Context: an optimization exercise on an open-source flow, tuned for small area, a short achievable clock period and few clock cycles. The choices shown serve that exercise and are no tape-out recipe.
At most, simulation tests tie the RTL to the original design; equivalence was not proved.
No functional check of the RTL was part of runs 3, 4, 6 and 7.
Power figures rest on the tool's default switching activity, not on a simulated workload.

### flow/flow/run.sh
#!/bin/bash
# Standard layout (the standard.sh, unchanged synthesis and steps), with
# plain buf_2 cells as the port buffers in place of the delay buffers that
# buffer_ports picks by default. Every input and output port is still buffered.
export BUFFER_PORTS_ARGS="-buffer_cell sky130_fd_sc_hd__buf_2"
bash standard.sh > standard.log 2>&1
### flow/constraint.sdc
create_clock -name core_clock -period 45.0 [get_ports {clk}]
set_input_delay 9.0000 -clock core_clock [delete_from_list [all_inputs] [get_ports {clk}]]
set_output_delay 9.0000 -clock core_clock [all_outputs]
set_load 0.01 [all_outputs]
### flow/standard.sh
#!/bin/bash
# synth_recipe.tcl (not shown) runs the flow's synth.tcl, then flattens the netlist and writes it again
# the make line also repeats each setting of config.mk as NAME=value (left out here)
make -C /OpenROAD-flow-scripts/flow DESIGN_CONFIG=/design/flow/config.mk WORK_HOME=/design/flow/orfs CLKGATE_MAP_FILE= SYNTH_SCRIPT=/design/flow/synth_recipe.tcl "${@:-finish}"
### flow/design.v
`default_nettype none
package aluPkg;
	localparam int dataWidth = 16;
	localparam int busWidth = 32;
	localparam int addrWidth = 3;
	typedef enum logic [3:0] {
		opAdd = 4'd0,
		opSub = 4'd1,
		opMul = 4'd2,
		opDiv = 4'd3,
		opMod = 4'd4
	} aluOp_t;
	typedef enum logic [addrWidth-1:0] {
		regOperandA = 3'd0,
		regOperandB = 3'd1,
		regOpcode   = 3'd2,
		regResult   = 3'd3,
		regStatus   = 3'd4
	} regAddr_t;
	localparam int statusOverflowBit = 0;
	localparam int statusZeroDivBit  = 1;
endpackage
`default_nettype wire
`timescale 1ns/10ps
`default_nettype none
module aluTop (
	input  logic        clk,
	input  logic        rstN,
	input  logic        cyc,
	input  logic        stb,
	input  logic        we,
	input  logic [2:0]  adr,
	input  logic [31:0] datWr,
	output logic [31:0] datRd,
	output logic        ack
);
	logic [15:0] opA, opB;
	logic [3:0]  opCode;
	logic [15:0] accH, accL;         
	logic [3:0]  cnt;                
	logic        mMul, mDiv;         
	logic        first;              
	logic        aLtB;               
	logic req, wrA, wrB, wrOp;
	assign req  = cyc & stb & ~ack;
	assign wrA  = req & we & (adr == 3'd0);
	assign wrB  = req & we & (adr == 3'd1);
	assign wrOp = req & we & (adr == 3'd2);
	logic nMul, nDiv, opLoad, load;
	assign nMul   = (datWr[3:0] == 4'd2);
	assign nDiv   = (datWr[3:0] == 4'd3) | (datWr[3:0] == 4'd4);
	assign opLoad = wrOp & ~((nMul & mMul) | (nDiv & mDiv));
	assign load   = wrA | wrB | opLoad;
	logic [15:0] hIn, lIn;
	assign hIn = first ? 16'd0 : accH;
	assign lIn = first ? opA : accL;
	logic [17:0] mulSum;
	logic [15:0] mulH, mulL;
	always_comb begin
		logic [17:0] x, y, z, s, c;
		logic        k;
		x = {2'd0, hIn};
		y = {2'd0, opB & {16{lIn[0]}}};
		z = {1'd0, opB & {16{lIn[1]}}, 1'b0};
		s = x ^ y ^ z;
		c = {(x[16:0] & y[16:0]) | (x[16:0] & z[16:0]) | (y[16:0] & z[16:0]), 1'b0};
		mulSum = s + c;
	end
	assign mulH   = mulSum[17:2];
	assign mulL   = {mulSum[1:0], lIn[15:2]};
	function automatic logic [16:0] divStep(input logic [15:0] r, input logic a,
			input logic [15:0] b);
		logic [17:0] d;
		d = {1'b0, r, a} - {2'd0, b};
		divStep = d[17] ? {1'b0, r[14:0], a} : {1'b1, d[15:0]};
	endfunction
	logic [16:0] st1, st2;
	logic [15:0] divH, divL;
	assign st1  = divStep(hIn, lIn[15], opB);
	assign st2  = divStep(st1[15:0], lIn[14], opB);
	assign divH = st2[15:0];
	assign divL = {lIn[13:0], st1[16], st2[16]};
	logic        sub;
	logic [16:0] asSum;
	logic [15:0] asH;
	assign sub   = opCode[0] | mDiv;
	always_comb begin
		logic [15:0] y;
		logic        k;
		y = opB ^ {16{sub}};
		k = sub;
		for (int i = 0; i < 16; i++) begin
			asSum[i] = opA[i] ^ y[i] ^ k;
			k = (opA[i] & y[i]) | (opA[i] & k) | (y[i] & k);
		end
		asSum[16] = k;
	end
	assign asH   = {{15{sub & ~asSum[16]}}, asSum[16] ^ sub};
	logic bZero, quick;
	assign bZero = (opB == 16'd0);
	assign quick = mDiv & (aLtB | bZero) & (cnt == 4'd7);
	logic doneNow;
	assign doneNow = first ? ~(mMul | mDiv) : (quick | (cnt <= 4'd1));
	logic isOp0, isOp1, isOp2, isOp3, isOp4, ovf;
	assign isOp0 = (opCode == 4'd0);
	assign isOp1 = (opCode == 4'd1);
	assign isOp2 = (opCode == 4'd2);
	assign isOp3 = (opCode == 4'd3);
	assign isOp4 = (opCode == 4'd4);
	assign ovf   = (opA[15] == opB[15]) & (asSum[15] != opA[15]);
	logic sA, sB, sO, sL, sHL, sHH, sZ, sV;
	always_ff @(posedge clk) begin
		if (!rstN) begin
			ack    <= 1'b0;
			opA    <= '0;
			opB    <= '0;
			opCode <= '0;
			mMul   <= 1'b0;
			mDiv   <= 1'b0;
			cnt    <= 4'd0;
			first  <= 1'b1;
		end else begin
			first <= load;
			ack <= req & (we | (adr != 3'd3) | doneNow);
			if (wrA) opA <= datWr[15:0];
			if (wrB) opB <= datWr[15:0];
			if (wrOp) begin
				opCode <= datWr[3:0];
				mMul   <= nMul;
				mDiv   <= nDiv;
			end
			if (first)           cnt <= (mMul | mDiv) ? 4'd7 : 4'd0;
			else if (quick)      cnt <= 4'd0;
			else if (cnt != '0)  cnt <= cnt - 4'd1;
		end
	end
	always_ff @(posedge clk) begin
		if (first | (cnt != '0)) begin
			accH <= mMul ? mulH : quick ? opA : mDiv ? divH : asH;
			accL <= mMul ? mulL : quick ? {16{bZero}} : mDiv ? divL : asSum[15:0];
		end
		aLtB <= ~asSum[16];
	end
	always_ff @(posedge clk) begin
		sA  <= (adr == 3'd0);
		sB  <= (adr == 3'd1);
		sO  <= (adr == 3'd2);
		sL  <= (adr == 3'd3) & (isOp0 | isOp1 | isOp2 | isOp3);
		sHL <= (adr == 3'd3) & isOp4;
		sHH <= (adr == 3'd3) & (isOp0 | isOp1 | isOp2);
		sZ  <= (adr == 3'd4) & (isOp3 | isOp4) & bZero;
		sV  <= (adr == 3'd4) & isOp0 & ovf;
	end
	assign datRd[31:16] = {16{sHH}} & accH;
	assign datRd[15:0]  = ({16{sA}} & opA) | ({16{sB}} & opB) | ({12'd0, {4{sO}} & opCode}) |
		({16{sL}} & accL) | ({16{sHL}} & accH) | {14'd0, sZ, sV};
endmodule
`default_nettype wire
### flow/config.mk
export PLATFORM = sky130hd
export DESIGN_NAME = aluTop
export DESIGN_NICKNAME = aluTop
export VERILOG_FILES = /design/flow/design.v
export SDC_FILE = /design/flow/constraint.sdc
export NUM_CORES = 4
export LEC_CHECK = 0
export ABC_CLOCK_PERIOD_IN_PS = 8000
export CAP_MARGIN = 20
export CORE_MARGIN = 2
export CORE_UTILIZATION = 65
export CTS_BUF_LIST = sky130_fd_sc_hd__clkbuf_8
export SLEW_MARGIN = 60
==> summary.txt, run 1 <==
Yosys Warn Count 1; router iterations before antenna repair 6; total grt overflow 0; Crit Path Class flop to primary output; hold_ws 0.559 ns; largest net degree at the start of global routing 47; DP Area 8400 um2; post-layout util 71.6%; hold_buf cts 0; Hold Crit Class flop to flop; Post-route DRC 0; Seq/Total Area, Yosys 25.3%; worst path bufs/invs 1; CP Launch Type flop; max-cap viol count 0; DP HPWL 17700 um; Tmin final 10.45 ns; layout cell share with drive strength beyond 1 13.1%; die area 13200 um2; clock skew 0.0168 ns; Post-CTS Setup Inserts 0; Worst EP required 36.00 ns; Slew @ Worst Pin 0.561 ns; initial antenna violation count 0; Routed wire per std cell 21.1 um; first-pass GRT wire length 37100 um; element type at the critical path end primary output; antenna cells 0; Post-synth top cells nor2_1 (81), nand2_1 (63), nor2b_1 (63), ha_1 (54), mux2i_1 (54); Synth async-reset ratio 0%; Crit path largest cell delay 0.45 ns; CP max-delay cell dfxtp_2; Pleak 3.60 nW; fill count 984; Rel. slew slack 62.6%; Placer Congestion 0.952; Max FO, Critical Path 16; Starting Density 66.6%; Final #Nets 1070; Final Cycle Share 23.2%; Synth top area share 13.3%; boundary pin count 73; final WL 23200 um; port buffer count 56; Synth Flop Type dfxtp_1; setup_tns 0 ns; most numerous cell in the Yosys netlist nor2_1; cell type with the largest total area after synthesis dfxtp_1; run status finished clean; Max Clk Rate 0.0957 GHz; via/cell ratio 6.54; Post-Syn Instances 910; 1st-iter DRT viols 792; Final ANT Viol Nets 0; area delta synth->final 7.52%; Worst Path Arrival 1.45 ns; clk buf depth 2; final-report hold violation count 0; Core ar. 12000 um2; GRT Util Overall 36.1%; Net Count, Synth 1037; post-synth cell types 71; RSZ-0062 raised after global routing no; Die X 115 um; Final Slew Violations 0; Largest delay share family, worst path flip-flops; CTS tree done; Synth Area per Inst 8.80 um2; worst-path cell chain a222oi_1 -> nand2_1 -> buf_2; Final Cell Area 8610 um2; clock-pin slew on the worst setup and hold paths 0.09 ns; Post-Syn Area 8000 um2; Final setup viols 0; vias in the first global route 7079; total CTS buffers 9; CTS root buf clkbuf_8; Die Height 115 um; H-tree depth 3; routed via count 7164; leading post-synthesis cells by cell area dfxtp_1 (13%), edfxtp_1 (12%), ha_1 (8.4%), fa_1 (8.3%), mux2i_1 (6.8%); worst vdd ir 0.0285 mV; CTS-repair resized insts 0; synthesis-stage register bit count 85; number of flops mapped to enable cells by yosys 32; cell area power density 38.5 nW/um2; total clock sinks 85; placement row count 40; clock latency (worst-skew pair) 0.36 ns
==> metrics by stage <==
step | std cells | power [W] | worst slack (ns)
finish | 1095 | 0.000331 | 34.55
global route | 1095 | 0.000349 | 34.49
CTS | 1094 | 0.000325 | 34.56
detailed placement | 1078 | 0.000273 | 34.35
global placement | 1076 | 0.000263 | 33.98
floorplan | 910 | 0.000231 | 34.36
==> per-layer routing <==
| layer | up-vias | GRT usage (%) | part of all wire, % |
|---|---|---|---|
| li1 | 3334 | - | - |
| met1 | 3439 | 50.5 | 42 |
| met2 | 336 | 58.9 | 47 |
| met3 | 55 | 5.64 | 9.1 |
| met4 | 0 | 9.48 | 2.5 |
| met5 | - | 0 | 0 |
==> flip-flops by register name (all words and copies together) (netlist names), 4 cells and up <==
register  flops
accL         16
accH         16
opCode        4
opA          16
cnt           4
opB          16
==> cell usage in the layout (no fill, tap or decap), drive strengths merged, types with 32 or more instances in the layout <==
cell | synthesis | layout
ha | 54 | 54
nand2 | 63 | 63
o21ai | 40 | 40
nor2b | 63 | 63
fa | 33 | 33
xnor2 | 39 | 39
dfxtp | 53 | 53
a21oi | 55 | 55
edfxtp | 32 | 32
nor2 | 81 | 81
mux2i | 54 | 54
inv | 44 | 48
buf | 11 | 66
==> kinds of logic (layout without fill, tap and decap cells) <==
logic type / after synthesis / count (layout) / synth area share [%]
buf+inv: 88 / 126 / 4.63
flops: 85 / 85 / 25.3
compound gates: 222 / 222 / 18.8
mux: 79 / 79 / 10.3
xor+xnor: 51 / 51 / 5.58
fa+ha+maj: 87 / 87 / 16.7
simple gates: 298 / 298 / 18.7
==> layout make-up <==
class	instances	area [um2]	area share (%)
Multi-Input combinational cell	737	5680	66.0
Sequential cell	85	2030	23.6
Tap cell	147	184	2.14
Clock buffer	11	151	1.76
Inverter	44	165	1.92
Clock inverter	5	32.5	0.378
Timing Repair Buffer	66	365	4.25
==> power by group <==
part | switching (W) | internal [W]
registers | 0.00000693 | 0.0000882
clock network | 0.0000291 | 0.0000233
logic | 0.000108 | 0.0000756
==> worst min-delay path, stage by stage (launching register included) <==
cell	delay (ns)
dfxtp_1	0.34
nor2_1	0.07
o311a_1	0.12
==> final timing paths <==
path / startpoint / to / slack (ns) / cells past startpoint
max: sA$_DFF_P_ / datRd[2] / 34.55 / 3
min reg2reg: ack$_SDFF_PN0_ / ack$_SDFF_PN0_ / 0.56 / 2
min: ack$_SDFF_PN0_ / ack$_SDFF_PN0_ / 0.56 / 2
max reg2reg: opCode[0]$_SDFFE_PN0P_ / accH[8]$_DFFE_PP_ / 36.25 / 26
Testbench counts, summed over its fixed seeds: cycles 50,126.
==> run 2: changes to the inputs <==
--- a/flow/config.mk
+++ b/flow/config.mk
@@ -9,5 +9,7 @@
 export CAP_MARGIN = 20
 export CORE_MARGIN = 2
 export CORE_UTILIZATION = 65
-export CTS_BUF_LIST = sky130_fd_sc_hd__clkbuf_8
+export CTS_BUF_LIST = sky130_fd_sc_hd__clkbuf_16
+export CTS_CLUSTER_DIAMETER = 80
+export CTS_CLUSTER_SIZE = 40
 export SLEW_MARGIN = 60
==> summary.txt, run 2 <==
Final Cell Area 8690 um2 (+0.95%); 1st-iter DRT viols 774 (-2.3%); most frequent cells in the layout nor2_1 (79), nor2b_1 (63), nand2_1 (62), buf_2 (55), ha_1 (54); number of flops mapped to enable cells by yosys 32 (unchanged); Worst Setup SP sHH$_DFF_P_; Hold Crit Class flop to flop; antenna cells 0 (unchanged); Final #Nets 1070 (unchanged); H-tree depth 3 (unchanged); CP max-delay cell dfxtp_1; Die X 115 um (unchanged); clock latency (worst-skew pair) 0.35 ns (about the same); Post-Syn Instances 910 (unchanged); Synth Area per Inst 8.80 um2 (unchanged); met2 WL 10800 um (about the same); Yosys Warn Count 1 (unchanged); Post-synth top cells nor2_1 (81), nand2_1 (63), nor2b_1 (63), ha_1 (54), mux2i_1 (54); Final Slew Violations 0 (unchanged); Final Cycle Share 23.1% (-0.088 points); DP HPWL 17700 um (unchanged); launch instance of the worst register-to-register path opCode[0]$_SDFFE_PN0P_; Post-route DRC 0 (unchanged); Net Count, Synth 1037 (unchanged); CTS-repair resized insts 0 (unchanged); vias in the first global route 7128 (+0.69%); Worst EP required 36.00 ns (about the same); clk buf depth 2 (unchanged); Crit path largest cell delay 0.64 ns (+0.19 ns); total grt overflow 0 (unchanged); worst-path cell chain and2_1 -> buf_2; RSZ-0062 raised after global routing no; Worst Path Arrival 1.41 ns (-0.04 ns); Final setup viols 0 (unchanged); post-layout util 72.3% (+0.68 points); Reg2Reg Setup Slack 36.23 ns (-0.02 ns); Post-CTS Setup Inserts 0 (unchanged); first-pass GRT wire length 37100 um (+0.11%); hold_buf cts 0 (unchanged); via/cell ratio 6.58 (+0.52%); Slew @ Worst Pin 0.524 ns (-0.0367 ns); area delta synth->final 8.54%; Max Clk Rate 0.0961 GHz (+0.38%); cell area power density 40.1 nW/um2 (+4.1%); routed wl met3 1960 um (-6.5%); Crit Path Class flop to primary output; boundary pin count 73 (unchanged); CTS tree done; Tmin final 10.41 ns (-0.0394 ns); clock skew 0.00872 ns (-0.00804 ns); CTS root buf clkbuf_16; port buffer count 56 (unchanged); Rel. slew slack 64.1% (+1.4 points); total clock sinks 85 (unchanged); min-delay src opCode[3]$_SDFFE_PN0P_; element type at the critical path end primary output; worst path bufs/invs 1 (unchanged); Final ANT Viol Nets 0 (unchanged); CP Launch Type flop; router iterations before antenna repair 8 (+2); Pleak 3.63 nW (+0.97%); Largest delay share family, worst path flip-flops; most common cell after layout, fill and taps aside nor2_1; Post-Syn Area 8000 um2 (unchanged); Synth async-reset ratio 0% (unchanged); cell type with the largest total area after synthesis dfxtp_1; Synth Flop Type dfxtp_1; hold_ws 0.550 ns (-0.00863 ns); DP Area 8400 um2 (unchanged); setup_tns 0 ns (unchanged); layout cell share with drive strength beyond 1 12.9% (-0.21 points); Max FO, Critical Path 16 (unchanged); Placer Congestion 0.952 (unchanged); post-synth cell types 71 (unchanged); leading post-synthesis cells by cell area dfxtp_1 (13%), edfxtp_1 (12%), ha_1 (8.4%), fa_1 (8.3%), mux2i_1 (6.8%); Core ar. 12000 um2 (unchanged); Die Height 115 um (unchanged); total CTS buffers 9 (unchanged); Routed wire per std cell 21.3 um (+0.56%); worst vdd ir 0.0307 mV (+7.7%); die area 13200 um2 (unchanged); clock-pin slew on the worst setup and hold paths 0.06 ns (-0.03 ns); Top Layer Used met4; run status finished clean; synthesis-stage register bit count 85 (unchanged); Metal-1 WL 9830 um (+1.7%); routed via count 7201 (+0.52%); Seq/Total Area, Yosys 25.3% (unchanged); max-cap viol count 0 (unchanged); Synth top area share 13.3% (unchanged); GRT Util Overall 36.3% (+0.19 points); Starting Density 66.6% (unchanged); final WL 23300 um (+0.56%); largest net degree at the start of global routing 47 (unchanged); initial antenna violation count 0 (unchanged); placement row count 40 (unchanged); most numerous cell in the Yosys netlist nor2_1; fill count 956 (-2.8%); final-report hold violation count 0 (unchanged)
[run 2: cell counts after synthesis]
No cell type changed its count.
[run 2: path summary, 6_finish.rpt]
kind,endpoint,cells after the start
hold reg to reg,sHL$_DFF_P_,1
setup / recovery,datRd[31],2
hold / removal,sHL$_DFF_P_,1
setup reg to reg,accH[8]$_DFFE_PP_,25
[run 2: metrics by stage]
step | setup slack, ns | total power, W | cells
final | 34.59 | 0.000348 | 1095
after global routing | 34.50 | 0.000366 | 1095
after CTS | 34.60 | 0.000342 | 1094
after detailed placement | 34.35 | 0.000273 | 1078
after global placement | 33.98 | 0.000263 | 1076
after floorplan | 34.36 | 0.000231 | 910
[run 2: metal layers]
metal	up-vias	global-route usage, %
li1	3340	-
met1	3440	49.9
met2	363	58.3
met3	58	6.75
met4	0	11.9
met5	-	0
[run 2: final cells by class]
type	count	area [um2]	area share, %
inverter	44	165	1.90
tap	147	184	2.12
timing repair buffer	66	365	4.21
clock inverter	7	40.0	0.461
sequential	85	2030	23.3
clock buffer	9	225	2.59
multi-input combinational	737	5680	65.4
[run 2: power by group]
part / internal [W] / switching, W
Clock: 0.0000372 / 0.0000321
Sequential: 0.0000883 / 0.00000679
Combinational: 0.0000756 / 0.000108
[run 2: kinds of logic (layout without fill, tap and decap cells)]
family	count (synthesis)	count (layout)	share of synthesized area, %
flops	85	85	25.3
mux	79	79	10.3
fa+ha+maj	87	87	16.7
buf+inv	88	126	4.63
simple gates	298	298	18.7
xor+xnor	51	51	5.58
compound gates	222	222	18.8
==> run 3: changes to the inputs <==
--- a/flow/design.v
+++ b/flow/design.v
@@ -46,6 +46,10 @@
 	assign wrA  = req & we & (adr == 3'd0);
 	assign wrB  = req & we & (adr == 3'd1);
 	assign wrOp = req & we & (adr == 3'd2);
+	logic enA, enB, enOp;
+	assign enA  = cyc & stb & we & (adr == 3'd0);
+	assign enB  = cyc & stb & we & (adr == 3'd1);
+	assign enOp = cyc & stb & we & (adr == 3'd2);
 	logic nMul, nDiv, opLoad, load;
 	assign nMul   = (datWr[3:0] == 4'd2);
 	assign nDiv   = (datWr[3:0] == 4'd3) | (datWr[3:0] == 4'd4);
@@ -122,9 +126,9 @@
 		end else begin
 			first <= load;
 			ack <= req & (we | (adr != 3'd3) | doneNow);
-			if (wrA) opA <= datWr[15:0];
-			if (wrB) opB <= datWr[15:0];
-			if (wrOp) begin
+			if (enA) opA <= datWr[15:0];
+			if (enB) opB <= datWr[15:0];
+			if (enOp) begin
 				opCode <= datWr[3:0];
 				mMul   <= nMul;
 				mDiv   <= nDiv;
--- a/flow/config.mk
+++ b/flow/config.mk
@@ -9,7 +9,5 @@
 export CAP_MARGIN = 20
 export CORE_MARGIN = 2
 export CORE_UTILIZATION = 65
-export CTS_BUF_LIST = sky130_fd_sc_hd__clkbuf_16
-export CTS_CLUSTER_DIAMETER = 80
-export CTS_CLUSTER_SIZE = 40
+export CTS_BUF_LIST = sky130_fd_sc_hd__clkbuf_8
 export SLEW_MARGIN = 60
==> summary.txt, run 3 <==
GRT Util Overall 35.8% (-0.56 points); Final #Nets 1114 (+4.1%); hold_buf cts 0 (unchanged); via/cell ratio 6.66 (+1.3%); DP HPWL 17800 um (+0.48%); Synth top area share 13.2% (-0.037 points); Max FO, Critical Path 16 (unchanged); leading post-synthesis cells by cell area dfxtp_1 (13%), edfxtp_1 (12%), ha_1 (8.4%), fa_1 (8.2%), nand2_1 (5.9%); sequential standard cell area 2030 um2 (about the same); Final setup viols 0 (unchanged); Post-Syn Instances 957 (+5.2%); clock-pin slew on the worst setup and hold paths 0.09 ns (+0.03 ns); Final Cycle Share 23.4% (+0.24 points); largest net degree at the start of global routing 48 (+2.1%); CP Launch Type flop; placement row count 40 (unchanged); boundary pin count 73 (unchanged); vias in the first global route 7330 (+2.8%); most frequent cells in the layout nand2_1 (125), nor2_1 (83), buf_2 (55), a21oi_1 (54), ha_1 (54); synthesis-stage register bit count 85 (unchanged); Synth Flop Type dfxtp_1; Final Slew Violations 0 (unchanged); most common cell after layout, fill and taps aside nand2_1; clock skew 0.0116 ns (+0.00292 ns); Max Clk Rate 0.0951 GHz (-1.0%); launch instance of the worst register-to-register path opCode[0]$_SDFFE_PN0P_; Die X 115 um (+0.14%); Routed wire per std cell 20.4 um (-3.8%); Final ANT Viol Nets 0 (unchanged); Yosys Warn Count 1 (unchanged); initial antenna violation count 0 (unchanged); H-tree depth 3 (unchanged); CTS root buf clkbuf_8; post-synth cell types 68 (-4.2%); Final Cell Area 8630 um2 (-0.71%); Tmin final 10.52 ns (+0.110 ns); Largest delay share family, worst path flip-flops; area delta synth->final 7.47%; Starting Density 66.8% (+0.19 points); Hold Crit Class flop to flop; layout cell share with drive strength beyond 1 13.6% (+0.74 points); 1st-iter DRT viols 958 (+24%); max-cap viol count 0 (unchanged); DP Area 8390 um2 (about the same); final-report hold violation count 0 (unchanged); die area 13300 um2 (+0.28%); Crit Path Class flop to primary output; CTS-repair resized insts 0 (unchanged); first-pass GRT wire length 37000 um (-0.37%); Die Height 115 um (+0.14%); final WL 23300 um (about the same); number of flops mapped to enable cells by yosys 32 (unchanged); CTS tree done; Post-synth top cells nand2_1 (126), nor2_1 (84), a21oi_1 (54), ha_1 (54), dfxtp_1 (53); setup_tns 0 ns (unchanged); Post-route DRC 0 (unchanged); min-delay src opB[9]$_SDFFE_PN0P_; RSZ-0062 raised after global routing no; worst vdd ir 0.0266 mV (-13%); Crit path largest cell delay 0.44 ns (-0.20 ns); total CTS buffers 9 (unchanged); Core ar. 12000 um2 (unchanged); multi-input logic area 5670 um2 (-0.18%); antenna cells 0 (unchanged); Net Count, Synth 1084 (+4.5%); Worst EP required 36.00 ns (about the same); cell type with the largest total area after synthesis dfxtp_1; Rel. slew slack 60.5% (-3.6 points); CP max-delay cell dfxtp_2; element type at the critical path end primary output; worst-path cell chain a222oi_1 -> nand2_1 -> buf_2; total grt overflow 0 (unchanged); Post-Syn Area 8030 um2 (+0.28%); Worst Path Arrival 1.52 ns (+0.11 ns); routed via count 7588 (+5.4%); worst path bufs/invs 1 (unchanged); clk buf depth 2 (unchanged); cell area power density 39.2 nW/um2 (-2.1%); Slew @ Worst Pin 0.576 ns (+0.0518 ns); Seq/Total Area, Yosys 25.2% (-0.071 points); run status finished clean; Synth Area per Inst 8.39 um2 (-4.6%); Post-CTS Setup Inserts 0 (unchanged); fill count 979 (+2.4%); port buffer count 56 (unchanged); Pleak 3.55 nW (-2.2%); total clock sinks 85 (unchanged); most numerous cell in the Yosys netlist nand2_1; clock latency (worst-skew pair) 0.37 ns (+0.02 ns); Worst Setup SP sA$_DFF_P_; router iterations before antenna repair 6 (-2); Placer Congestion 0.967 (+1.6%); Synth async-reset ratio 0% (unchanged)
==> run 3: cell count changes in the layout (fill, tap and decap cells not counted), sizes merged, moves of 3 or more <==
cell / previous run / this run
nand2: 63 / 126
a21boi: 1 / 36
nor2b: 63 / 29
mux2i: 54 / 22
and2: 21 / 25
o211ai: 8 / 4
nor2: 81 / 84
o21ai: 40 / 43
o22ai: 5 / 8
==> run 3: power breakdown <==
part | internal [W] | switching [W] | total, W
clock network | 0.0000288 | 0.0000289 | 0.0000577
registers | 0.0000883 | 0.00000692 | 0.0000952
logic | 0.0000769 | 0.000109 | 0.000186
total | 0.000194 | 0.000145 | 0.000339
==> run 3: cell type report <==
type / instances / share of cell area, %
multi-input cells: 779 / 65.7
inverters: 45 / 1.96
flip-flops and latches: 85 / 23.5
clock inverters: 5 / 0.696
well taps: 147 / 2.13
clock buffers: 11 / 1.76
repair buffers: 67 / 4.24
==> run 3: path summary, 6_finish.rpt <==
kind	to	slack, ns	cells after the start
worst min-delay path	opB[9]$_SDFFE_PN0P_	0.50	2
worst max-delay path	datRd[2]	34.48	3
worst min register to register	opB[9]$_SDFFE_PN0P_	0.50	2
worst max register to register	accH[3]$_DFFE_PP_	36.58	26
==> run 3: layer usage <==
layer | vias up | global-route usage [%] | share of wire [%]
met5 | - | 0 | 0
met4 | 0 | 11.0 | 2.5
met3 | 58 | 5.80 | 9.1
met2 | 402 | 59.7 | 47
met1 | 3668 | 48.0 | 41
li1 | 3460 | - | -
==> run 3: stage by stage <==
step	total power (W)	hold slack (ns)	cells	utilization (%)	setup slack, ns
CTS	0.000331	0.503	1138	71.6	34.53
detailed placement	0.000273	0.492	1122	69.9	34.50
finish	0.000339	0.502	1139	71.8	34.48
global placement	0.000264	0.488	1122	69.5	34.64
global route	0.000355	0.515	1139	71.8	34.48
floorplan	0.000232	0.464	957	-	34.58
==> run 3: kinds of logic (layout without fill, tap and decap cells) <==
| kind of cell | Yosys count | after routing | synth area share [%] |
|---|---|---|---|
| buffers and inverters | 93 | 128 | 4.83 |
| DFF | 85 | 85 | 25.2 |
| and+or+nand+nor | 333 | 333 | 19.3 |
| AOI/OAI and AO/OA | 260 | 260 | 21.8 |
| muxes | 49 | 49 | 6.77 |
| xor gates and xnor gates | 50 | 50 | 5.46 |
| adders and majority gates | 87 | 87 | 16.6 |
==> run 3: worst reg2reg max path, stage by stage (launching register included) <==
cell and delay [ns]:
dfxtp_1 0.44, nor2_1 0.08, buf_4 0.22, inv_1 0.12, mux2_2 0.17, fa_1 0.20, fa_1 0.18, inv_1 0.06
fa_1 0.41, fa_1 0.43, fa_1 0.43, fa_1 0.42, fa_1 0.43, fa_1 0.43, fa_1 0.43, fa_1 0.43
fa_1 0.43, fa_1 0.43, fa_1 0.43, fa_1 0.46, fa_1 0.47, ha_1 0.23, a21o_1 0.25, nor2_1 0.37
a21oi_1 0.06, o21ai_0 0.09, a21oi_1 0.07
==> run 4: changes to the inputs <==
--- a/flow/design.v
+++ b/flow/design.v
@@ -46,10 +46,6 @@
 	assign wrA  = req & we & (adr == 3'd0);
 	assign wrB  = req & we & (adr == 3'd1);
 	assign wrOp = req & we & (adr == 3'd2);
-	logic enA, enB, enOp;
-	assign enA  = cyc & stb & we & (adr == 3'd0);
-	assign enB  = cyc & stb & we & (adr == 3'd1);
-	assign enOp = cyc & stb & we & (adr == 3'd2);
 	logic nMul, nDiv, opLoad, load;
 	assign nMul   = (datWr[3:0] == 4'd2);
 	assign nDiv   = (datWr[3:0] == 4'd3) | (datWr[3:0] == 4'd4);
@@ -102,7 +98,7 @@
 	assign asH   = {{15{sub & ~asSum[16]}}, asSum[16] ^ sub};
 	logic bZero, quick;
 	assign bZero = (opB == 16'd0);
-	assign quick = mDiv & (aLtB | bZero) & (cnt == 4'd7);
+	assign quick = ((mDiv & (aLtB | bZero)) | (mMul & (bZero | (opA == 16'd0)))) & (cnt == 4'd7);
 	logic doneNow;
 	assign doneNow = first ? ~(mMul | mDiv) : (quick | (cnt <= 4'd1));
 	logic isOp0, isOp1, isOp2, isOp3, isOp4, ovf;
@@ -126,9 +122,9 @@
 		end else begin
 			first <= load;
 			ack <= req & (we | (adr != 3'd3) | doneNow);
-			if (enA) opA <= datWr[15:0];
-			if (enB) opB <= datWr[15:0];
-			if (enOp) begin
+			if (wrA) opA <= datWr[15:0];
+			if (wrB) opB <= datWr[15:0];
+			if (wrOp) begin
 				opCode <= datWr[3:0];
 				mMul   <= nMul;
 				mDiv   <= nDiv;
@@ -140,8 +136,8 @@
 	end
 	always_ff @(posedge clk) begin
 		if (first | (cnt != '0)) begin
-			accH <= mMul ? mulH : quick ? opA : mDiv ? divH : asH;
-			accL <= mMul ? mulL : quick ? {16{bZero}} : mDiv ? divL : asSum[15:0];
+			accH <= quick ? (mDiv ? opA : 16'd0) : mMul ? mulH : mDiv ? divH : asH;
+			accL <= quick ? {16{bZero & mDiv}} : mMul ? mulL : mDiv ? divL : asSum[15:0];
 		end
 		aLtB <= ~asSum[16];
 	end
==> summary.txt, run 4 <==
switching power 0.000109 W (-24%); clk buf depth 2 (unchanged); Die X 117 um (+1.5%); clock skew 0.00992 ns (-0.00173 ns); CP Launch Type flop; Worst EP required 36.00 ns (about the same); GRT Util Overall 36.2% (+0.41 points); Max Clk Rate 0.0952 GHz (+0.13%); Final Cycle Share 23.3% (-0.030 points); DP Area 8690 um2 (+3.5%); synthesis-stage register bit count 85 (unchanged); Final Slew Violations 0 (unchanged); cell area power density 30.2 nW/um2 (-23%); number of flops mapped to enable cells by yosys 32 (unchanged); boundary pin count 73 (unchanged); antenna cells 0 (unchanged); routed via count 7799 (+2.8%); Tmin final 10.50 ns (-0.0133 ns); Final Cell Area 8890 um2 (+3.0%); Pleak 3.58 nW (+0.64%); Worst Path Arrival 1.50 ns (-0.02 ns); largest net degree at the start of global routing 52 (+8.3%); die area 13700 um2 (+3.1%); Slew @ Worst Pin 0.568 ns (-0.00765 ns); cell type with the largest total area after synthesis dfxtp_1; most numerous cell in the Yosys netlist nand2_1; clock latency (worst-skew pair) 0.38 ns (about the same); met3 global-route usage 5.56% (-0.24 points); Die Height 117 um (+1.5%); Synth async-reset ratio 0% (unchanged); met2 usage 61.7% (+2.0 points); H-tree depth 3 (unchanged); most common cell after layout, fill and taps aside nand2_1; Synth Flop Type dfxtp_1; Synth top area share 12.8% (-0.41 points); Core ar. 12500 um2 (+4.2%); min-delay src opB[7]$_SDFFE_PN0P_; clock-pin slew on the worst setup and hold paths 0.10 ns (about the same); gr busiest metal met2; Final ANT Viol Nets 0 (unchanged); first-pass GRT wire length 38000 um (+2.7%); Post-synth top cells nand2_1 (116), nor2_1 (97), ha_1 (54), dfxtp_1 (53), a21oi_1 (52); 1st-iter DRT viols 880 (-8.1%); final-report hold violation count 0 (unchanged); Rel. slew slack 61.8% (+1.3 points); initial antenna violation count 0 (unchanged); post-synth cell types 76 (+12%); CTS tree done; Int Pwr 0.000159 W (-18%); Post-Syn Area 8280 um2 (+3.2%); Routed wire per std cell 20.1 um (-1.6%); via/cell ratio 6.49 (-2.6%); Placed Instances 1186 (+5.7%); run status finished clean; setup_tns 0 ns (unchanged); worst vdd ir 0.0340 mV (+28%); CTS root buf clkbuf_8; clock share of power 19.5% (+2.5 points); leading post-synthesis cells by cell area dfxtp_1 (13%), edfxtp_1 (12%), ha_1 (8.2%), fa_1 (8.0%), nand2_1 (5.3%); Post-route DRC 0 (unchanged); element type at the critical path end primary output; Net Count, Synth 1125 (+3.8%); Post-CTS Setup Inserts 0 (unchanged); Final #Nets 1152 (+3.4%); Non-Filler Instances 1202 (+5.5%); combinational power share 47.4% (-7.4 points); Synth Area per Inst 8.30 um2 (-1.0%); Max FO, Critical Path 16 (unchanged); Placer Congestion 0.942 (-2.6%); DP HPWL 18500 um (+3.9%); Crit Path Class flop to primary output; total clock sinks 85 (unchanged); hold_buf cts 0 (unchanged); Worst Setup SP sA$_DFF_P_; router iterations before antenna repair 6 (unchanged); Final setup viols 0 (unchanged); RSZ-0062 raised after global routing no; placement row count 41 (+2.5%); Starting Density 66.2% (-0.64 points); launch instance of the worst register-to-register path mDiv$_SDFFE_PN0P_; port buffer count 56 (unchanged); area delta synth->final 7.28%; total CTS buffers 9 (unchanged); most frequent cells in the layout nand2_1 (115), nor2_1 (95), buf_2 (55), ha_1 (54), a21oi_1 (52); CTS-repair resized insts 0 (unchanged); max-cap viol count 0 (unchanged); Hold Crit Class flop to flop; met1 GRT Util 48.5% (+0.50 points); layout cell share with drive strength beyond 1 13.3% (-0.31 points); Post-Syn Instances 998 (+4.3%); Yosys Warn Count 1 (unchanged); total grt overflow 0 (unchanged); final WL 24200 um (+3.9%); vias in the first global route 7203 (-1.7%); Flop pwr share 33.1% (+5.0 points); Sw Share 40.8% (-1.9 points); Seq/Total Area, Yosys 24.4% (-0.78 points)
run 4: worst max-delay path, cell delays in order (launching register included):
cell      delay, ns
dfxtp_2        0.45
a222oi_1       0.42
nand2_1        0.10
buf_2          0.15
run 4: logic make-up after synthesis:
logic type      share of synthesized area [%]
xor+xnor                                 4.44
fa+ha+maj                                16.1
compound gates                           24.2
flops                                    24.4
buf+inv                                  4.67
mux                                      6.18
simple gates                             19.9
run 4: power by group through the flow:
stage          Clock (W)  Sequential [W]  Combinational [W]
5_1_grt        0.0000556       0.0000891           0.000137
3_5_place_dp           0       0.0000903           0.000124
2_1_floorplan          0       0.0000878          0.0000964
4_1_cts        0.0000524       0.0000885           0.000125
6_report       0.0000523       0.0000888           0.000127
3_3_place_gp           0       0.0000901           0.000119
run 4: area by class of cell:
class                   count  area [um2]
well taps                 172         215
flip-flops and latches     85        2030
inverters                  50         188
repair buffers             67         365
clock inverters             7        56.3
multi-input cells         812        5910
clock buffers               9         124
fillers                  1031        3630
run 4: metrics by stage:
stage          util (%)  power [W]  setup slack, ns  hold slack [ns]
2_1_floorplan         -   0.000184            34.60            0.469
3_3_place_gp       69.2   0.000209            34.07            0.487
3_5_place_dp       69.4   0.000214            34.31            0.509
4_1_cts            70.8   0.000266            34.52            0.522
5_1_grt            71.0   0.000282            34.43            0.533
6_report           71.0   0.000268            34.50            0.522
run 4: path summary, 6_finish.rpt:
path	end	slack (ns)	cells after the start
setup reg to reg	accH[7]$_DFFE_PP_	36.24	26
hold reg to reg	opB[7]$_SDFFE_PN0P_	0.52	2
setup / recovery	datRd[2]	34.50	3
hold / removal	opB[7]$_SDFFE_PN0P_	0.52	2
run 4: layer usage:
metal,wire length [um],vias up
met5,0,-
met4,389,0
met3,1880,36
met2,11900,355
met1,10000,3771
li1,-,3637
==> run 5: changes to the inputs <==
--- a/flow/design.v
+++ b/flow/design.v
@@ -98,7 +98,7 @@
 	assign asH   = {{15{sub & ~asSum[16]}}, asSum[16] ^ sub};
 	logic bZero, quick;
 	assign bZero = (opB == 16'd0);
-	assign quick = ((mDiv & (aLtB | bZero)) | (mMul & (bZero | (opA == 16'd0)))) & (cnt == 4'd7);
+	assign quick = mDiv & (aLtB | bZero) & (cnt == 4'd7);
 	logic doneNow;
 	assign doneNow = first ? ~(mMul | mDiv) : (quick | (cnt <= 4'd1));
 	logic isOp0, isOp1, isOp2, isOp3, isOp4, ovf;
@@ -136,8 +136,8 @@
 	end
 	always_ff @(posedge clk) begin
 		if (first | (cnt != '0)) begin
-			accH <= quick ? (mDiv ? opA : 16'd0) : mMul ? mulH : mDiv ? divH : asH;
-			accL <= quick ? {16{bZero & mDiv}} : mMul ? mulL : mDiv ? divL : asSum[15:0];
+			accH <= mMul ? mulH : quick ? opA : mDiv ? divH : asH;
+			accL <= mMul ? mulL : quick ? {16{bZero}} : mDiv ? divL : asSum[15:0];
 		end
 		aLtB <= ~asSum[16];
 	end
==> flow/run.sh (new file) <==
#!/bin/bash
# synth_recipe.tcl (not shown) runs the flow's synth.tcl, then flattens the netlist and writes it again
# the make line also repeats each setting of config.mk as NAME=value (left out here)
make -C /OpenROAD-flow-scripts/flow DESIGN_CONFIG=/design/flow/config.mk WORK_HOME=/design/flow/orfs CLKGATE_MAP_FILE= SYNTH_SCRIPT=/design/flow/synth_recipe.tcl finish
removed: flow/flow/run.sh
removed: flow/standard.sh
==> summary.txt, run 5 <==
Post-Syn Instances 910 (-8.8%); Stages on worst setup path 2 (-1); initial antenna violation count 0 (unchanged); CP max-delay cell dfxtp_1; 1st-iter DRT viols 1196 (+36%); Post-CTS Setup Inserts 0 (unchanged); CTS root buf clkbuf_8; Final #Nets 1070 (-7.1%); final-report hold violation count 0 (unchanged); largest net degree at the start of global routing 47 (-9.6%); Die Height 115 um (-1.7%); post-synth cell types 71 (-6.6%); Crit Path Class flop to primary output; boundary pin count 73 (unchanged); Synth async-reset ratio 0% (unchanged); CP Launch Type flop; Post-synth top cells nor2_1 (81), nand2_1 (63), nor2b_1 (63), ha_1 (54), mux2i_1 (54); die area 13200 um2 (-3.3%); H-tree depth 3 (unchanged); hold_ws 0.567 ns (+0.0452 ns); Final Cycle Share 24.1% (+0.79 points); first-pass GRT wire length 37600 um (-0.96%); DP HPWL 18000 um (-2.5%); final WL 23600 um (-2.6%); antenna cells 0 (unchanged); Worst Path Arrival 1.86 ns (+0.36 ns); total clock sinks 85 (unchanged); worst vdd ir 0.0283 mV (-17%); Power, Total 0.000342 W (+27%); Routed wire per std cell 21.5 um (+6.9%); Max FO, Critical Path 16 (unchanged); clock latency (worst-skew pair) 0.37 ns (about the same); Final setup viols 0 (unchanged); Synth top area share 13.3% (+0.45 points); GRT Util Overall 36.6% (+0.47 points); setup_tns 0 ns (unchanged); leading post-synthesis cells by cell area dfxtp_1 (13%), edfxtp_1 (12%), ha_1 (8.4%), fa_1 (8.3%), mux2i_1 (6.8%); run status finished clean; most frequent cells in the layout nor2_1 (79), nor2b_1 (63), nand2_1 (62), clkdlybuf4s50_1 (55), ha_1 (54); Yosys Warn Count 1 (unchanged); Core ar. 12000 um2 (-4.0%); Worst EP required 36.00 ns (about the same); total CTS buffers 9 (unchanged); routed via count 7331 (-6.0%); Post-Syn Area 8000 um2 (-3.4%); port buffer count 56 (unchanged); pre-CTS setup slack 33.93 ns (-0.372 ns); total grt overflow 0 (unchanged); hold_buf cts 0 (unchanged); Post-route DRC 0 (unchanged); most common cell after layout, fill and taps aside nor2_1; via/cell ratio 6.69 (+3.2%); vias in the first global route 7253 (+0.69%); router iterations before antenna repair 6 (unchanged); Die X 115 um (-1.7%); Crit path largest cell delay 0.66 ns (+0.21 ns); cell type with the largest total area after synthesis dfxtp_1; Seq/Total Area, Yosys 25.3% (+0.85 points); worst hold path depth 2 (unchanged); Synth Area per Inst 8.80 um2 (+6.0%); CTS-repair resized insts 0 (unchanged); Net Count, Synth 1037 (-7.8%); max-cap viol count 0 (unchanged); clock-pin slew on the worst setup and hold paths 0.10 ns (about the same); RSZ-0062 raised after global routing no; CTS tree done; most numerous cell in the Yosys netlist nor2_1; clk buf depth 2 (unchanged); clock skew 0.0157 ns (+0.00581 ns); element type at the critical path end primary output; Final Slew Violations 0 (unchanged); placement row count 40 (-2.4%); synthesis-stage register bit count 85 (unchanged); Synth Flop Type dfxtp_1; number of flops mapped to enable cells by yosys 32 (unchanged); Max Clk Rate 0.0921 GHz (-3.3%); Hold Crit Class flop to flop; worst-path cell chain and2_1 -> clkdlybuf4s50_1; Pleak 3.53 nW (-1.3%); Tmin final 10.86 ns (+0.353 ns); Final ANT Viol Nets 0 (unchanged); Slew @ Worst Pin 0.542 ns (-0.0259 ns); cell area power density 38.3 nW/um2 (+27%); Starting Density 66.6% (+0.45 points); Rel. slew slack 62.8% (+0.98 points); Largest delay share family, worst path flip-flops; Placer Congestion 0.999 (+6.0%); area delta synth->final 11.5%; Final Cell Area 8920 um2 (+0.42%); post-route setup slack 34.14 ns (-0.353 ns); R2R depth 26 (unchanged); worst path bufs/invs 1 (unchanged); DP Area 8700 um2 (+0.13%); layout cell share with drive strength beyond 1 7.49% (-5.8 points)
-- run 5: worst register-to-register path, stage by stage, from the launching register on --
cell	delay, ns
dfxtp_1	0.42
nor2_1	0.08
buf_4	0.23
inv_1	0.13
mux2_2	0.17
fa_1	0.19
fa_1	0.18
inv_1	0.07
fa_1	0.41
fa_1	0.45
fa_1	0.44
fa_1	0.43
fa_1	0.44
fa_1	0.44
fa_1	0.46
fa_1	0.44
fa_1	0.43
fa_1	0.42
fa_1	0.43
fa_1	0.43
fa_1	0.48
ha_1	0.24
a21o_1	0.24
nor2_2	0.44
nand2_1	0.25
o211ai_1	0.19
a31oi_1	0.07
-- run 5: layout make-up --
class / instances / area [um2]
inverters: 44 / 165
repair buffers: 66 / 641
multi-input cells: 737 / 5700
flip-flops and latches: 85 / 2030
clock inverters: 7 / 85.1
fillers: 876 / 3090
well taps: 147 / 184
clock buffers: 9 / 124
-- run 5: layer usage --
metal,up-vias,wire length (um),share of wire [%],global-route usage [%]
met5,-,0,0,0
met4,0,696,3.0,11.1
met3,56,2470,10,7.70
met2,452,10900,46,59.4
met1,3493,9530,40,49.7
li1,3330,-,-,-
-- run 5: final timing paths --
check                         startpoint                 to  slack (ns)
hold / removal            ack$_SDFF_PN0_     ack$_SDFF_PN0_        0.57
hold reg to reg           ack$_SDFF_PN0_     ack$_SDFF_PN0_        0.57
setup reg to reg  opCode[0]$_SDFFE_PN0P_  accH[8]$_DFFE_PP_       36.13
setup / recovery             sHH$_DFF_P_          datRd[22]       34.14
-- run 5: power by group --
group | internal (W) | switching [W]
sequential | 0.0000882 | 0.00000708
clock | 0.0000271 | 0.0000326
combinational | 0.0000776 | 0.000109
total | 0.000193 | 0.000149
-- run 5: metrics by stage --
| step | instances | util, % |
|---|---|---|
| CTS | 1094 | 74.1 |
| finish | 1095 | 74.3 |
| global route | 1095 | 74.3 |
| global placement | 1075 | 71.6 |
| detailed placement | 1078 | 72.4 |
| floorplan | 910 | - |
-- run 5: logic make-up after synthesis --
kind of cell / share of synthesized area, %
adders and majority gates: 16.7
buffers and inverters: 4.63
DFF: 25.3
and+or+nand+nor: 18.7
AOI/OAI and AO/OA: 18.8
muxes: 10.3
xor gates and xnor gates: 5.58
Testbench counts of run 5, summed over its fixed seeds: cycles 50,126.
==> run 6: changes to the inputs <==
--- a/flow/design.v
+++ b/flow/design.v
@@ -40,7 +40,6 @@
 	logic [3:0]  cnt;                
 	logic        mMul, mDiv;         
 	logic        first;              
-	logic        aLtB;               
 	logic req, wrA, wrB, wrOp;
 	assign req  = cyc & stb & ~ack;
 	assign wrA  = req & we & (adr == 3'd0);
@@ -56,16 +55,7 @@
 	assign lIn = first ? opA : accL;
 	logic [17:0] mulSum;
 	logic [15:0] mulH, mulL;
-	always_comb begin
-		logic [17:0] x, y, z, s, c;
-		logic        k;
-		x = {2'd0, hIn};
-		y = {2'd0, opB & {16{lIn[0]}}};
-		z = {1'd0, opB & {16{lIn[1]}}, 1'b0};
-		s = x ^ y ^ z;
-		c = {(x[16:0] & y[16:0]) | (x[16:0] & z[16:0]) | (y[16:0] & z[16:0]), 1'b0};
-		mulSum = s + c;
-	end
+	assign mulSum = {2'd0, hIn} + opB * lIn[1:0];
 	assign mulH   = mulSum[17:2];
 	assign mulL   = {mulSum[1:0], lIn[15:2]};
 	function automatic logic [16:0] divStep(input logic [15:0] r, input logic a,
@@ -83,24 +73,11 @@
 	logic        sub;
 	logic [16:0] asSum;
 	logic [15:0] asH;
-	assign sub   = opCode[0] | mDiv;
-	always_comb begin
-		logic [15:0] y;
-		logic        k;
-		y = opB ^ {16{sub}};
-		k = sub;
-		for (int i = 0; i < 16; i++) begin
-			asSum[i] = opA[i] ^ y[i] ^ k;
-			k = (opA[i] & y[i]) | (opA[i] & k) | (y[i] & k);
-		end
-		asSum[16] = k;
-	end
+	assign sub   = opCode[0];
+	assign asSum = {1'b0, opA} + {1'b0, opB ^ {16{sub}}} + 17'(sub);
 	assign asH   = {{15{sub & ~asSum[16]}}, asSum[16] ^ sub};
-	logic bZero, quick;
-	assign bZero = (opB == 16'd0);
-	assign quick = mDiv & (aLtB | bZero) & (cnt == 4'd7);
 	logic doneNow;
-	assign doneNow = first ? ~(mMul | mDiv) : (quick | (cnt <= 4'd1));
+	assign doneNow = (cnt <= 4'd1);
 	logic isOp0, isOp1, isOp2, isOp3, isOp4, ovf;
 	assign isOp0 = (opCode == 4'd0);
 	assign isOp1 = (opCode == 4'd1);
@@ -117,7 +94,7 @@
 			opCode <= '0;
 			mMul   <= 1'b0;
 			mDiv   <= 1'b0;
-			cnt    <= 4'd0;
+			cnt    <= 4'd1;
 			first  <= 1'b1;
 		end else begin
 			first <= load;
@@ -129,17 +106,16 @@
 				mMul   <= nMul;
 				mDiv   <= nDiv;
 			end
-			if (first)           cnt <= (mMul | mDiv) ? 4'd7 : 4'd0;
-			else if (quick)      cnt <= 4'd0;
+			if (wrA | wrB)       cnt <= (mDiv | mMul) ? 4'd8 : 4'd1;
+			else if (opLoad)     cnt <= (nDiv | nMul) ? 4'd8 : 4'd1;
 			else if (cnt != '0)  cnt <= cnt - 4'd1;
 		end
 	end
 	always_ff @(posedge clk) begin
-		if (first | (cnt != '0)) begin
-			accH <= mMul ? mulH : quick ? opA : mDiv ? divH : asH;
-			accL <= mMul ? mulL : quick ? {16{bZero}} : mDiv ? divL : asSum[15:0];
+		if (cnt != '0) begin
+			accH <= mMul ? mulH : mDiv ? divH : asH;
+			accL <= mMul ? mulL : mDiv ? divL : asSum[15:0];
 		end
-		aLtB <= ~asSum[16];
 	end
 	always_ff @(posedge clk) begin
 		sA  <= (adr == 3'd0);
@@ -148,7 +124,7 @@
 		sL  <= (adr == 3'd3) & (isOp0 | isOp1 | isOp2 | isOp3);
 		sHL <= (adr == 3'd3) & isOp4;
 		sHH <= (adr == 3'd3) & (isOp0 | isOp1 | isOp2);
-		sZ  <= (adr == 3'd4) & (isOp3 | isOp4) & bZero;
+		sZ  <= (adr == 3'd4) & (isOp3 | isOp4) & (opB == 16'd0);
 		sV  <= (adr == 3'd4) & isOp0 & ovf;
 	end
 	assign datRd[31:16] = {16{sHH}} & accH;
--- a/flow/config.mk
+++ b/flow/config.mk
@@ -8,6 +8,5 @@
 export ABC_CLOCK_PERIOD_IN_PS = 8000
 export CAP_MARGIN = 20
 export CORE_MARGIN = 2
-export CORE_UTILIZATION = 65
-export CTS_BUF_LIST = sky130_fd_sc_hd__clkbuf_8
-export SLEW_MARGIN = 60
+export CORE_UTILIZATION = 40
+export SLEW_MARGIN = 20
==> summary.txt, run 6 <==
run status finished clean; H-tree depth 3 (unchanged); reg-to-reg endpoint accH[10]$_DFFE_PP_; CTS-repair resized insts 0 (unchanged); Post-route DRC 0 (unchanged); area delta synth->final 12.1%; Final #Nets 1203 (+12%); vias in the first global route 7235 (-0.25%); Final setup viols 0 (unchanged); largest net degree at the start of global routing 45 (-4.3%); Core ar. 20300 um2 (+69%); most frequent cells in the layout nand2_1 (187), inv_1 (74), a21oi_1 (72), ha_1 (67), nor2_1 (57); die area 21900 um2 (+66%); Worst EP required 36.00 ns (about the same); total clock sinks 84 (-1.2%); DP HPWL 19200 um (+6.3%); routed via count 7628 (+4.1%); clock-pin slew on the worst setup and hold paths 0.06 ns (-0.04 ns); CTS root buf clkbuf_16; Final ANT Viol Nets 0 (unchanged); Final Slew Violations 0 (unchanged); total grt overflow 0 (unchanged); initial antenna violation count 1 (+1); clk buf depth 2 (unchanged); final-report hold violation count 0 (unchanged); Synth Area per Inst 7.80 um2 (-11%); router iterations before antenna repair 6 (unchanged); pre-CTS setup slack 33.84 ns (-0.0913 ns); Starting Density 40.9% (-26 points); Max Clk Rate 0.0899 GHz (-2.4%); Worst Setup SP sB$_DFF_P_; Hold Crit Class flop to flop; CP Launch Type flop; Max FO, Critical Path 16 (unchanged); Reg2Reg Setup Slack 38.05 ns (+1.92 ns); Tmin final 11.12 ns (+0.267 ns); max-cap viol count 0 (unchanged); total CTS buffers 9 (unchanged); 1st-iter DRT viols 588 (-51%); Post-Syn Instances 1065 (+17%); via/cell ratio 5.64 (-16%); Final Cycle Share 24.7% (+0.59 points); Worst Path Arrival 2.12 ns (+0.26 ns); Post-synth top cells nand2_1 (187), inv_1 (74), a21oi_1 (72), ha_1 (67); Die X 148 um (+29%); Post-Syn Area 8310 um2 (+3.8%); most numerous cell in the Yosys netlist nand2_1; clock skew 0.0118 ns (-0.00388 ns); Crit Path Class flop to primary output; Routed wire per std cell 18.6 um (-13%); element type at the critical path end primary output; antenna cells 0 (unchanged); Net Count, Synth 1191 (+15%); post-route setup slack 33.88 ns (-0.267 ns); port buffer count 56 (unchanged); Die Height 148 um (+29%); CTS tree done; Post-CTS Setup Inserts 0 (unchanged); Synth Flop Type dfxtp_1; Pleak 4.10 nW (+16%); first-pass GRT wire length 40000 um (+6.3%); number of flops mapped to enable cells by yosys 32 (unchanged); Seq/Total Area, Yosys 24.1% (-1.2 points); placement row count 52 (+30%); boundary pin count 73 (unchanged); RSZ-0062 raised after global routing no; setup_tns 0 ns (unchanged); Placed Instances 1336 (+24%); post-synth cell types 69 (-2.8%); Slew @ Worst Pin 0.850 ns (+0.308 ns); Synth async-reset ratio 0% (unchanged); hold_buf cts 0 (unchanged); Critical Path Sink datRd[1]; R2R depth 23 (-12%); Placer Congestion 0.894 (-10%); cell area power density 65.3 nW/um2 (+71%); synthesis-stage register bit count 84 (-1.2%); Non-Filler Instances 1352 (+23%); leading post-synthesis cells by cell area dfxtp_1 (13%), edfxtp_1 (12%), ha_1 (10%), nand2_1 (8.4%), fa_1 (4.6%); Rel. slew slack 43.3% (-19 points); layout cell share with drive strength beyond 1 4.53% (-3.0 points); cell type with the largest total area after synthesis dfxtp_1; most common cell after layout, fill and taps aside nand2_1; launch instance of the worst register-to-register path first$_SDFF_PN1_; worst vdd ir 0.0478 mV (+69%); final WL 25200 um (+6.9%); GRT Util Overall 23.3% (-13 points); Yosys Warn Count 1 (unchanged); Synth top area share 12.5% (-0.73 points); clock latency (worst-skew pair) 0.35 ns (-0.02 ns)
-- run 6: how the worst min path moves through the flow --
stage,start,end,slack [ns],cells past startpoint
floorplan,opCode[3]$_SDFFE_PN0P_,sHL$_DFF_P_,0.47,1
global placement,opA[3]$_SDFFE_PN0P_,opA[3]$_SDFFE_PN0P_,0.49,2
detailed placement,cnt[1]$_SDFFE_PN0P_,cnt[1]$_SDFFE_PN0P_,0.50,2
CTS,cnt[1]$_SDFFE_PN0P_,cnt[1]$_SDFFE_PN0P_,0.51,2
global route,opA[4]$_SDFFE_PN0P_,opA[4]$_SDFFE_PN0P_,0.54,2
finish,cnt[1]$_SDFFE_PN0P_,cnt[1]$_SDFFE_PN0P_,0.51,2
-- run 6: cell type report --
| cell class | instances | area (um2) |
|---|---|---|
| timing repair buffer | 64 | 621 |
| tap | 270 | 338 |
| sequential | 84 | 2000 |
| clock inverter | 5 | 33.8 |
| fill | 2103 | 11000 |
| multi-input combinational | 843 | 5780 |
| inverter | 75 | 282 |
| clock buffer | 11 | 254 |
-- run 6: cells by family (layout without fill, tap and decap cells) --
group	Yosys count	in the layout	synth area share, %
flip-flops	84	84	24.1
AO/OA/AOI/OAI	296	296	24.1
buffers and inverters	138	155	6.42
AND/OR/NAND/NOR	367	367	20.2
multiplexers	29	29	3.69
adder cells (fa/ha/maj)	86	86	14.7
XOR/XNOR	65	65	6.85
-- run 6: worst max-delay path, cell delays in order, from the launching register on --
cell and delay, ns:
dfxtp_1 0.86, a22oi_1 0.20, nand3_1 0.17, clkdlybuf4s50_1 0.55
-- run 6: report_power, final --
group          leakage [nW]  switching, W  internal (W)
sequential            0.785     0.0000167     0.0000995
clock                 0.145     0.0000326     0.0000410
combinational          3.17      0.000254      0.000165
-- run 6: metal layers --
| layer | vias up | wire, um | track usage [%] |
|---|---|---|---|
| met2 | 220 | 11200 | 36.3 |
| met5 | - | 19 | 0 |
| li1 | 3772 | - | - |
| met1 | 3598 | 11900 | 33.3 |
| met4 | 2 | 526 | 6.29 |
| met3 | 36 | 1530 | 3.87 |
-- run 6: metrics by stage --
| step | power (W) | util [%] | hold slack, ns | cell area (um2) |
|---|---|---|---|---|
| 2_1_floorplan | 0.000430 | - | 0.467 | 8310 |
| 3_3_place_gp | 0.000525 | 44.5 | 0.491 | 9030 |
| 3_5_place_dp | 0.000527 | 44.5 | 0.499 | 9030 |
| 4_1_cts | 0.000604 | 45.9 | 0.506 | 9310 |
| 5_1_grt | 0.000660 | 45.9 | 0.540 | 9310 |
| 6_report | 0.000608 | 45.9 | 0.505 | 9310 |
==> run 7: changes to the inputs <==
--- a/flow/design.v
+++ b/flow/design.v
@@ -39,7 +39,6 @@
 	logic [15:0] accH, accL;         
 	logic [3:0]  cnt;                
 	logic        mMul, mDiv;         
-	logic        first;              
 	logic req, wrA, wrB, wrOp;
 	assign req  = cyc & stb & ~ack;
 	assign wrA  = req & we & (adr == 3'd0);
@@ -50,14 +49,11 @@
 	assign nDiv   = (datWr[3:0] == 4'd3) | (datWr[3:0] == 4'd4);
 	assign opLoad = wrOp & ~((nMul & mMul) | (nDiv & mDiv));
 	assign load   = wrA | wrB | opLoad;
-	logic [15:0] hIn, lIn;
-	assign hIn = first ? 16'd0 : accH;
-	assign lIn = first ? opA : accL;
-	logic [17:0] mulSum;
+	logic [19:0] mulSum;
 	logic [15:0] mulH, mulL;
-	assign mulSum = {2'd0, hIn} + opB * lIn[1:0];
-	assign mulH   = mulSum[17:2];
-	assign mulL   = {mulSum[1:0], lIn[15:2]};
+	assign mulSum = {4'd0, accH} + opB * accL[3:0];
+	assign mulH   = mulSum[19:4];
+	assign mulL   = {mulSum[3:0], accL[15:4]};
 	function automatic logic [16:0] divStep(input logic [15:0] r, input logic a,
 			input logic [15:0] b);
 		logic [17:0] d;
@@ -66,10 +62,10 @@
 	endfunction
 	logic [16:0] st1, st2;
 	logic [15:0] divH, divL;
-	assign st1  = divStep(hIn, lIn[15], opB);
-	assign st2  = divStep(st1[15:0], lIn[14], opB);
+	assign st1  = divStep(accH, accL[15], opB);
+	assign st2  = divStep(st1[15:0], accL[14], opB);
 	assign divH = st2[15:0];
-	assign divL = {lIn[13:0], st1[16], st2[16]};
+	assign divL = {accL[13:0], st1[16], st2[16]};
 	logic        sub;
 	logic [16:0] asSum;
 	logic [15:0] asH;
@@ -95,9 +91,7 @@
 			mMul   <= 1'b0;
 			mDiv   <= 1'b0;
 			cnt    <= 4'd1;
-			first  <= 1'b1;
 		end else begin
-			first <= load;
 			ack <= req & (we | (adr != 3'd3) | doneNow);
 			if (wrA) opA <= datWr[15:0];
 			if (wrB) opB <= datWr[15:0];
@@ -106,13 +100,16 @@
 				mMul   <= nMul;
 				mDiv   <= nDiv;
 			end
-			if (wrA | wrB)       cnt <= (mDiv | mMul) ? 4'd8 : 4'd1;
-			else if (opLoad)     cnt <= (nDiv | nMul) ? 4'd8 : 4'd1;
+			if (wrA | wrB)       cnt <= mDiv ? 4'd8 : mMul ? 4'd4 : 4'd1;
+			else if (opLoad)     cnt <= nDiv ? 4'd8 : nMul ? 4'd4 : 4'd1;
 			else if (cnt != '0)  cnt <= cnt - 4'd1;
 		end
 	end
 	always_ff @(posedge clk) begin
-		if (cnt != '0) begin
+		if (load) begin
+			accH <= 16'd0;
+			accL <= wrA ? datWr[15:0] : opA;
+		end else if (cnt != '0) begin
 			accH <= mMul ? mulH : mDiv ? divH : asH;
 			accL <= mMul ? mulL : mDiv ? divL : asSum[15:0];
 		end
==> summary.txt, run 7 <==
area delta synth->final 11.2%; Die X 156 um (+5.4%); port buffer count 56 (unchanged); CTS-repair resized insts 0 (unchanged); Seq/Total Area, Yosys 19.7% (-4.4 points); total CTS buffers 9 (unchanged); initial antenna violation count 0 (-1); leading post-synthesis cells by cell area dfxtp_1 (14%), ha_1 (11%), fa_1 (9.9%), edfxtp_1 (5.2%), nand2_1 (4.9%); setup_tns 0 ns (unchanged); DP HPWL 21500 um (+12%); worst path bufs/invs 2 (+1); antenna cells 0 (unchanged); final-report hold violation count 0 (unchanged); most frequent cells in the layout nand2_1 (122), inv_1 (90), ha_1 (79), a21oi_1 (69); worst-path cell chain clkdlybuf4s50_1 -> or3b_1 -> a21o_1 -> or2_1 -> nand2_1 -> a211oi_4 -> nor2_1 -> inv_1 -> o21ai_0 -> nand2_1; Final #Nets 1317 (+9.5%); cell area power density 67.2 nW/um2 (+2.9%); layout cell share with drive strength beyond 1 3.98% (-0.55 points); Hold Crit Class flop to flop; Starting Density 40.8% (-0.16 points); Post-Syn Instances 1137 (+6.8%); most common cell after layout, fill and taps aside nand2_1; Synth Flop Type dfxtp_1; Top cell by count, worst path nand2_1; clock skew 0.00279 ns (-0.00906 ns); Yosys Warn Count 1 (unchanged); GRT Util Overall 23.0% (-0.29 points); Crit Path Class input port to flop; routed via count 8387 (+10%); Core ar. 22700 um2 (+12%); vias in the first global route 7704 (+6.5%); Die Height 156 um (+5.4%); Crit path largest cell delay 0.70 ns (-0.16 ns); total grt overflow 0 (unchanged); synthesis-stage register bit count 83 (-1.2%); cell type with the largest total area after synthesis dfxtp_1; most numerous cell in the Yosys netlist nand2_1; boundary pin count 73 (unchanged); post-synth cell types 75 (+8.7%); final WL 28000 um (+11%); number of flops mapped to enable cells by yosys 16 (-50%); via/cell ratio 5.82 (+3.1%); CTS root buf clkbuf_16; Post-CTS Setup Inserts 0 (unchanged); DP Area 10000 um2 (+11%); Final Slew Violations 0 (unchanged); Rel. slew slack 39.0% (-4.4 points); Worst EP required 45.23 ns (+9.23 ns); Non-Filler Instances 1442 (+6.7%); first-pass GRT wire length 43500 um (+8.8%); Post-Syn Area 9260 um2 (+11%); post-layout util 45.3% (-0.56 points); CP max-delay cell nor2_1; 1st-iter DRT viols 733 (+25%); largest net degree at the start of global routing 48 (+6.7%); Placer Congestion 0.931 (+4.1%); total clock sinks 83 (-1.2%); H-tree depth 3 (unchanged); Worst Path Arrival 12.53 ns (+10.41 ns); Largest delay share family, worst path simple AND/OR/NAND/NOR gates; RSZ-0062 raised after global routing no; die area 24400 um2 (+11%); run status finished clean; Slew @ Worst Pin 0.912 ns (+0.0620 ns); Routed wire per std cell 19.4 um (+4.4%); Pleak 4.72 nW (+15%); Final Cycle Share 27.3% (+2.6 points); fill count 2323 (+10%); Tmin final 12.30 ns (+1.17 ns); Synth top area share 14.5% (+2.0 points); Placed Instances 1426 (+6.7%); worst vdd ir 0.0771 mV (+61%); Final setup viols 0 (unchanged); placement row count 55 (+5.8%); element type at the critical path end flop; clk buf depth 2 (unchanged); Synth async-reset ratio 0% (unchanged); clock latency (worst-skew pair) 0.35 ns (about the same); CTS tree done; max-cap viol count 0 (unchanged); Synth Area per Inst 8.14 um2 (+4.4%); router iterations before antenna repair 5 (-1); Final ANT Viol Nets 0 (unchanged); Max FO, Critical Path 19 (+3); Final Cell Area 10300 um2 (+11%); clock-pin slew on the worst setup and hold paths 0.06 ns (about the same); Post-route DRC 0 (unchanged); hold_buf cts 0 (unchanged); Max Clk Rate 0.0813 GHz (-9.5%); Net Count, Synth 1302 (+9.3%); CP Launch Type input port; Post-synth top cells nand2_1 (122), inv_1 (90), ha_1 (79), a21oi_1 (69)
-- run 7: routing by layer --
metal  global-route usage [%]  part of all wire (%)
met4                     6.64                   2.1
met5                        0                     0
met2                     36.6                    46
met3                     3.92                   5.7
met1                     32.0                    46
-- run 7: final cells by class --
cell class | instances | area [um2] | area share [%]
tap | 285 | 357 | 3.46
clock buffer | 10 | 229 | 2.22
timing repair buffer | 66 | 636 | 6.18
multi-input combinational | 901 | 6870 | 66.7
clock inverter | 6 | 40.0 | 0.389
inverter | 91 | 342 | 3.32
sequential | 83 | 1820 | 17.7
-- run 7: through the flow --
stage          setup WS (ns)  power, W  hold slack (ns)
4_1_cts                32.86  0.000689            0.533
2_1_floorplan          34.08  0.000513            0.467
5_1_grt                32.64  0.000752            0.564
6_report               32.70  0.000692            0.543
3_3_place_gp           32.46  0.000612            0.514
3_5_place_dp           32.50  0.000616            0.527
-- run 7: logic make-up (layout without fill, tap and decap cells) --
| kind of cell | after synthesis | in the layout | synth area share [%] |
|---|---|---|---|
| compound gates | 284 | 284 | 21.5 |
| xor+xnor | 68 | 68 | 6.43 |
| fa+ha+maj | 125 | 125 | 20.6 |
| mux | 54 | 54 | 5.97 |
| simple gates | 370 | 370 | 19.5 |
| buf+inv | 153 | 173 | 6.28 |
| flops | 83 | 83 | 19.7 |
-- run 7: path summary, 6_finish.rpt --
path	from	to	slack [ns]	cells after the start
worst max-delay path	datWr[0]	cnt[0]$_SDFFE_PN1P_	32.70	10
worst max register to register	opB[1]$_SDFFE_PN0P_	accH[15]$_SDFFE_PP0P_	39.05	19
worst min register to register	opCode[3]$_SDFFE_PN0P_	sHL$_DFF_P_	0.54	1
worst min-delay path	opCode[3]$_SDFFE_PN0P_	sHL$_DFF_P_	0.54	1
-- run 7: power breakdown --
group | leakage (nW) | internal [W] | total (W) | switching [W]
sequential | 0.725 | 0.0000908 | 0.000117 | 0.0000261
clock | 0.137 | 0.0000375 | 0.0000711 | 0.0000336
combinational | 3.86 | 0.000221 | 0.000504 | 0.000283

-- port drivers added, routing unchanged --
The flow's constraints put no driver on any port. The routed layouts listed below were extracted and timed again, unchanged, in two steps.
Step 1 (the two cells are an assumption about what drives the block):
set clk [get_ports {clk}]
set_driving_cell -lib_cell sky130_fd_sc_hd__clkbuf_16 $clk
set_driving_cell -lib_cell sky130_fd_sc_hd__buf_2 [delete_from_list [all_inputs] $clk]
Step 2 also shifts input and output timing later by t, the mid clock arrival at the registers, as if the neighbouring blocks saw the same clock.
Slacks: ideal / step 1 / step 2; pairs: ideal / step 1.
run	t, ns	slack for setup (ns)	clock arrival spread, ns
run 1	0.387	34.552 / 34.519 / 34.322	0.017 / 0.017
run 2	0.382	34.592 / 34.552 / 34.321	0.009 / 0.009
run 3	0.393	34.482 / 34.451 / 34.552	0.012 / 0.012
run 4	0.403	34.496 / 34.463 / 34.384	0.010 / 0.010
run 5	0.400	34.142 / 34.109 / 33.911	0.016 / 0.016
run 6	0.392	33.876 / 33.830 / 33.826	0.011 / 0.012
run 7	0.393	32.702 / 32.721 / 32.328	0.003 / 0.003
After both steps every run listed still meets setup and hold. The setup slack of run 7, which loses most, moves by +0.019 ns with the drivers and by -0.374 ns with both steps.
